Background: an optimization exercise with open tools, aiming at small area and a short achievable clock period. Do not read the settings as production practice. RTL that was checked went through simulation tests only; none was proved equivalent to the original. Power is estimated from default activity; no workload was simulated.

// cpu_top
module cpu_top (
	input  logic                i_clk,
	input  logic                i_rst_n,
	input  cpu_pkg::instr_t     i_instr,
	output cpu_pkg::pc_t        o_pc,
	output logic                o_dmem_we,
	output cpu_pkg::dmem_addr_t o_dmem_addr,
	output cpu_pkg::word_t      o_dmem_wdata,
	output cpu_pkg::status_t    o_status
);
Settings: LEC_CHECK=0, CAP_MARGIN=20, CORE_MARGIN=2, CORE_UTILIZATION=60, PLACE_DENSITY=0.7, SETUP_SLACK_MARGIN=5, SLEW_MARGIN=20, SYNTH_HIERARCHICAL=1, SYNTH_MEMORY_MAX_BITS=16384, SYNTH_MINIMUM_KEEP_SIZE=0; clock period 16.0 ns.
standard.sh (not shown) runs the stock make flow with config.mk's settings and CLKGATE_MAP_FILE= SYNTH_SCRIPT=/design/flow/synth_recipe.tcl, a recipe that flattens the netlist after the stock synthesis.
==> flow/flow/run.sh <==
#!/bin/bash
# The standard layout with these changes: synthesis sees a strong driver
# and a light load on each module port, so it leaves cells at their smallest
# size; resizing may change a cell's footprint; port buffers are buf_4; timing
# repair aims at a larger setup margin; the clock tree uses clkbuf_8 without
# dummy loads.
set -euo pipefail
bash standard.sh \
  ABC_LOAD_IN_FF=1 \
  ABC_DRIVER_CELL=sky130_fd_sc_hd__buf_4 \
  MATCH_CELL_FOOTPRINT=0 \
  SETUP_SLACK_MARGIN=8 \
  TNS_END_PERCENT=20 \
  BUFFER_PORTS_ARGS="-buffer_cell sky130_fd_sc_hd__buf_4" \
  CTS_ARGS="-sink_clustering_enable -repair_clock_nets -dont_use_dummy_load -buf_list sky130_fd_sc_hd__clkbuf_8 -sink_clustering_size 16 -sink_clustering_max_diameter 70" \
  finish > make.log 2>&1
Rerun with:
--- a/flow/flow/run.sh
+++ b/flow/flow/run.sh
@@ -10,5 +10,5 @@
   ABC_DRIVER_CELL=sky130_fd_sc_hd__buf_4 \
   MATCH_CELL_FOOTPRINT=0 \
-  SETUP_SLACK_MARGIN=8 \
+  SETUP_SLACK_MARGIN=7 \
   TNS_END_PERCENT=20 \
   BUFFER_PORTS_ARGS="-buffer_cell sky130_fd_sc_hd__buf_4" \
--- a/flow/config.mk
+++ b/flow/config.mk
@@ -8,6 +8,6 @@
 export CAP_MARGIN = 20
 export CORE_MARGIN = 2
-export CORE_UTILIZATION = 60
-export PLACE_DENSITY = 0.7
+export CORE_UTILIZATION = 50
+export PLACE_DENSITY = 0.8
 export SETUP_SLACK_MARGIN = 5
 export SLEW_MARGIN = 20
The changed run finished clean.
Core utilization went down by 12 points.
Sequential cell count stays the same.
Worst setup slack got worse by 22 ps.
Power is about the same.
Final cell count increases by 4.2%.
Hold slack improves by 7.2 ps.
Cell area shrinks by about 0.56%.
Via count went up by about 2.2%.
Combinational power stays flat.
Rerun with:
--- a/flow/config.mk
+++ b/flow/config.mk
@@ -8,6 +8,7 @@
 export CAP_MARGIN = 20
 export CORE_MARGIN = 2
-export CORE_UTILIZATION = 50
-export PLACE_DENSITY = 0.8
+export CORE_UTILIZATION = 60
+export GPL_ROUTABILITY_DRIVEN = 0
+export PLACE_DENSITY = 0.7
 export SETUP_SLACK_MARGIN = 5
 export SLEW_MARGIN = 20
The new run completed with no timing, DRC or antenna violations.
Power goes down by 0.38%.
Design area goes down by about 0.32%.
Critical path depth goes up by 2.
Synthesized cell count stays the same.
First-iteration DRC count goes down by 8.7%.
Setup slack gets better by 63 ps.
Count of clock-buffer cells in the layout does not change.
Utilization goes up by 11 points.
Sequential cell count does not change.
Rerun with:
--- a/flow/config.mk
+++ b/flow/config.mk
@@ -9,5 +9,4 @@
 export CORE_MARGIN = 2
 export CORE_UTILIZATION = 60
-export GPL_ROUTABILITY_DRIVEN = 0
 export PLACE_DENSITY = 0.7
 export SETUP_SLACK_MARGIN = 5
Effect:
- sequential share of layout area fell by 0.15 points
- via count stays flat
- synthesized cell count is unchanged
- flip-flop and latch count does not change
- clock skew rose by 28 ps
- worst setup slack degrades by 62 ps
No functional check of the RTL was part of any run of this note.


== sierra ==
cpu_top, a different RTL version from the one above (not shown whole).
Size in the first run: roughly 7,600 cells after synthesis, about 110 I/O pins, roughly 0.13 mm2 of cells after synthesis.
Settings: LEC_CHECK=0, CAP_MARGIN=20, CORE_MARGIN=2, CORE_UTILIZATION=60, GPL_ROUTABILITY_DRIVEN=0, PLACE_DENSITY=0.7, SETUP_SLACK_MARGIN=5, SLEW_MARGIN=20, SYNTH_HIERARCHICAL=1, SYNTH_MEMORY_MAX_BITS=16384, SYNTH_MINIMUM_KEEP_SIZE=0; clock period 16.0 ns.
==> flow/flow/run.sh <==
#!/bin/bash
# The standard layout with these changes: synthesis sees a strong driver
# and a light load on each module port, so it leaves cells at their smallest
# size; resizing may change a cell's footprint; port buffers are buf_4; timing
# repair aims at a larger setup margin; the clock tree uses clkbuf_8 without
# dummy loads.
set -euo pipefail
bash standard.sh \
  ABC_LOAD_IN_FF=1 \
  ABC_DRIVER_CELL=sky130_fd_sc_hd__buf_4 \
  MATCH_CELL_FOOTPRINT=0 \
  SETUP_SLACK_MARGIN=7 \
  TNS_END_PERCENT=20 \
  BUFFER_PORTS_ARGS="-buffer_cell sky130_fd_sc_hd__buf_4" \
  CTS_ARGS="-sink_clustering_enable -repair_clock_nets -dont_use_dummy_load -buf_list sky130_fd_sc_hd__clkbuf_8 -sink_clustering_size 17 -sink_clustering_max_diameter 72" \
  finish > make.log 2>&1
The final layout from sierra, which completed every stage, passed the timing, DRC and antenna checks at the end of the flow.
Inputs modified between sierra and lagoon:
--- a/flow/flow/run.sh
+++ b/flow/flow/run.sh
@@ -10,7 +10,7 @@
   ABC_DRIVER_CELL=sky130_fd_sc_hd__buf_4 \
   MATCH_CELL_FOOTPRINT=0 \
-  SETUP_SLACK_MARGIN=7 \
+  SETUP_SLACK_MARGIN=8 \
   TNS_END_PERCENT=20 \
   BUFFER_PORTS_ARGS="-buffer_cell sky130_fd_sc_hd__buf_4" \
-  CTS_ARGS="-sink_clustering_enable -repair_clock_nets -dont_use_dummy_load -buf_list sky130_fd_sc_hd__clkbuf_8 -sink_clustering_size 17 -sink_clustering_max_diameter 72" \
+  CTS_ARGS="-sink_clustering_enable -repair_clock_nets -dont_use_dummy_load -buf_list sky130_fd_sc_hd__clkbuf_8 -sink_clustering_size 16 -sink_clustering_max_diameter 70" \
   finish > make.log 2>&1
--- a/flow/config.mk
+++ b/flow/config.mk
@@ -9,5 +9,4 @@
 export CORE_MARGIN = 2
 export CORE_UTILIZATION = 60
-export GPL_ROUTABILITY_DRIVEN = 0
 export PLACE_DENSITY = 0.7
 export SETUP_SLACK_MARGIN = 5
--- outcome ---
Internal power went up slightly going from sierra to lagoon.
Summary of lagoon over sierra: sequential power barely changed, via count of the first global-routing pass climbed 888.
Input-level comparison between fjord and lagoon:
--- a/flow/flow/run.sh
+++ b/flow/flow/run.sh
@@ -10,6 +10,6 @@
   ABC_DRIVER_CELL=sky130_fd_sc_hd__buf_4 \
   MATCH_CELL_FOOTPRINT=0 \
-  SETUP_SLACK_MARGIN=8 \
-  TNS_END_PERCENT=20 \
+  SETUP_SLACK_MARGIN=6.5 \
+  TNS_END_PERCENT=10 \
   BUFFER_PORTS_ARGS="-buffer_cell sky130_fd_sc_hd__buf_4" \
   CTS_ARGS="-sink_clustering_enable -repair_clock_nets -dont_use_dummy_load -buf_list sky130_fd_sc_hd__clkbuf_8 -sink_clustering_size 16 -sink_clustering_max_diameter 70" \
--- a/flow/config.mk
+++ b/flow/config.mk
@@ -9,4 +9,5 @@
 export CORE_MARGIN = 2
 export CORE_UTILIZATION = 60
+export GPL_ROUTABILITY_DRIVEN = 0
 export PLACE_DENSITY = 0.7
 export SETUP_SLACK_MARGIN = 5
Notes after the runs:
fjord vs. lagoon: area added between synthesis and finish now sits lower; footprint of the multi-input gates now sits lower; total of plain and repair buffers excluding clock buffers now sits lower. Endpoint of the most critical setup path: o_dmem_addr[4] -> lagoon, o_dmem_wdata[2] -> fjord.
> inputs changed (fjord -> umber)
--- a/flow/flow/run.sh
+++ b/flow/flow/run.sh
@@ -10,6 +10,6 @@
   ABC_DRIVER_CELL=sky130_fd_sc_hd__buf_4 \
   MATCH_CELL_FOOTPRINT=0 \
-  SETUP_SLACK_MARGIN=6.5 \
-  TNS_END_PERCENT=10 \
+  SETUP_SLACK_MARGIN=7 \
+  TNS_END_PERCENT=20 \
   BUFFER_PORTS_ARGS="-buffer_cell sky130_fd_sc_hd__buf_4" \
   CTS_ARGS="-sink_clustering_enable -repair_clock_nets -dont_use_dummy_load -buf_list sky130_fd_sc_hd__clkbuf_8 -sink_clustering_size 16 -sink_clustering_max_diameter 70" \
- Cell with the largest stage delay on the worst path = sky130_fd_sc_hd__nor3_4: umber; cell with the largest stage delay on the worst path = sky130_fd_sc_hd__nor2_2: fjord
- Changes observed in umber relative to fjord: worst-case setup slack after placement went up by 0.052 ns; global-route met1 utilization went up by 0.19 points; diode insertion count for antenna repair went down by 1.
- The critical path startpoint comes out i_instr[29] in one run and reg_file_i.wb_val_q[2] in the other, namely in fjord and umber respectively.
- umber: switching power of the nets 0.82% above fjord


## the reference run
cpu_top, a different RTL version from the one above (not shown whole).
Size in the first run: ~7400 cells after synthesis, about 0.13 sq mm of cells after synthesis.
==> flow/config.mk <==
export PLATFORM = sky130hd
export DESIGN_NAME = cpu_top
export DESIGN_NICKNAME = cpu_top
export VERILOG_FILES = /design/flow/design.v
export SDC_FILE = /design/flow/constraint.sdc
export NUM_CORES = 8
export LEC_CHECK = 0
export CAP_MARGIN = 20
export CORE_MARGIN = 2
export CORE_UTILIZATION = 60
export PLACE_DENSITY = 0.7
export SETUP_SLACK_MARGIN = 5
export SLEW_MARGIN = 20
export SYNTH_HIERARCHICAL = 1
export SYNTH_MEMORY_MAX_BITS = 16384
export SYNTH_MINIMUM_KEEP_SIZE = 0
==> flow/constraint.sdc <==
create_clock -name core_clock -period 16.0 [get_ports {i_clk}]
set_input_delay 3.2000 -clock core_clock [delete_from_list [all_inputs] [get_ports {i_clk}]]
set_output_delay 3.2000 -clock core_clock [all_outputs]
set_load 0.01 [all_outputs]
==> flow/flow/run.sh <==
#!/bin/bash
# The standard layout with these changes: synthesis sees a strong driver
# and a light load on each module port, so it leaves cells at their smallest
# size; resizing may change a cell's footprint; port buffers are buf_4; timing
# repair aims at a larger setup margin; the clock tree uses clkbuf_8 without
# dummy loads.
set -euo pipefail
bash standard.sh \
  ABC_LOAD_IN_FF=1 \
  ABC_DRIVER_CELL=sky130_fd_sc_hd__buf_4 \
  MATCH_CELL_FOOTPRINT=0 \
  SETUP_SLACK_MARGIN=8 \
  TNS_END_PERCENT=20 \
  BUFFER_PORTS_ARGS="-buffer_cell sky130_fd_sc_hd__buf_4" \
  CTS_ARGS="-sink_clustering_enable -repair_clock_nets -dont_use_dummy_load -buf_list sky130_fd_sc_hd__clkbuf_8 -sink_clustering_size 16 -sink_clustering_max_diameter 70" \
  finish > make.log 2>&1
Changes in the trial run relative to the reference run:
==> flow/flow/run.sh <==
#!/bin/bash
# The standard layout with these changes: synthesis sees a strong driver
# and a light load on each module port, so it leaves cells at their smallest
# size; resizing may change a cell's footprint; port buffers are buf_2; timing
# repair aims at a larger setup margin; the clock tree uses clkbuf_8 without
# dummy loads.
set -euo pipefail
bash standard.sh \
  ABC_LOAD_IN_FF=1 \
  ABC_DRIVER_CELL=sky130_fd_sc_hd__buf_4 \
  MATCH_CELL_FOOTPRINT=0 \
  SETUP_SLACK_MARGIN=6.5 \
  TNS_END_PERCENT=20 \
  BUFFER_PORTS_ARGS="-buffer_cell sky130_fd_sc_hd__buf_2" \
  CTS_ARGS="-sink_clustering_enable -repair_clock_nets -dont_use_dummy_load -buf_list sky130_fd_sc_hd__clkbuf_8 -sink_clustering_size 16 -sink_clustering_max_diameter 70" \
  finish > make.log 2>&1
==> flow/config.mk <==
export PLATFORM = sky130hd
export DESIGN_NAME = cpu_top
export DESIGN_NICKNAME = cpu_top
export VERILOG_FILES = /design/flow/design.v
export SDC_FILE = /design/flow/constraint.sdc
export NUM_CORES = 8
export LEC_CHECK = 0
export CAP_MARGIN = 10
export CORE_MARGIN = 2
export CORE_UTILIZATION = 60
export PLACE_DENSITY = 0.7
export SETUP_SLACK_MARGIN = 5
export SLEW_MARGIN = 10
export SYNTH_HIERARCHICAL = 1
export SYNTH_MEMORY_MAX_BITS = 16384
export SYNTH_MINIMUM_KEEP_SIZE = 0
### Flow results
The trial run finished all stages; the layout is clean. Instance area after placement on the trial run is down relative to the reference run. Total instance count after detailed placement of the trial run is on par with the reference run. Between the trial run and the reference run, the final-layout clock-cell area share figures differ only marginally. Final design utilization, the trial run and the reference run: lower on the trial run. Reported for the trial run and the reference run, number of buffers added to fix hold violations after cts turned out identical to the last digit. The trial run vs the reference run: critical path depth down in the trial run.
Function was not checked in any run of this note: the RTL went through the layout flow alone.

-- re-timing with driven ports --
No port has a modelled driver above. Below, the same layouts with a new extraction and two added sets of constraints.
Step 1 sets driving cells, clkbuf_16 on the clock port and buf_2 on the other inputs (assumed; they add their load-dependent delay and slew).
Step 2 times the ports against the registers' clock, not the clock port: input delays grow and output delays shrink by t, the midpoint of the rising clock arrivals with the driver on.
Slacks: no drivers / after step 1 / after step 2; pairs: no drivers / after step 1.
| run | t (ns) | setup WS [ns] | hold slack, ns | worst setup path after step 2 |
|---|---|---|---|---|
| the first run of note 1 | 1.114 | 6.797 / 6.670 / 6.480 | 0.476 / 0.476 / 0.476 | input to register |
| the second run of note 1 | 1.130 | 6.774 / 6.740 / 6.124 | 0.483 / 0.483 / 0.483 | input to register |
| the third run of note 1 | 1.105 | 6.837 / 6.783 / 6.245 | 0.478 / 0.478 / 0.478 | input to register |
| the fourth run of note 1 | 1.146 | 6.775 / 6.711 / 6.324 | 0.477 / 0.477 / 0.477 | input to register |
| sierra | 1.111 | 6.658 / 6.545 / 6.282 | 0.479 / 0.479 / 0.479 | input to register |
| lagoon | 1.122 | 6.773 / 6.526 / 6.022 | 0.485 / 0.485 / 0.485 | input to register |
| fjord | 1.128 | 6.092 / 6.067 / 5.952 | 0.475 / 0.475 / 0.475 | input to register |
| umber | 1.118 | 6.682 / 6.603 / 6.332 | 0.475 / 0.475 / 0.475 | input to register |
| the reference run | 1.103 | 6.421 / 6.369 / 5.558 | 0.476 / 0.476 / 0.476 | input to register |
| the trial run | 1.143 | 6.112 / 6.018 / 5.256 | 0.473 / 0.473 / 0.473 | input to register |
After both steps setup and hold are still met in every run listed. The setup slack of the reference run, which loses most, moves by -0.052 ns with the drivers and by -0.863 ns with both steps.
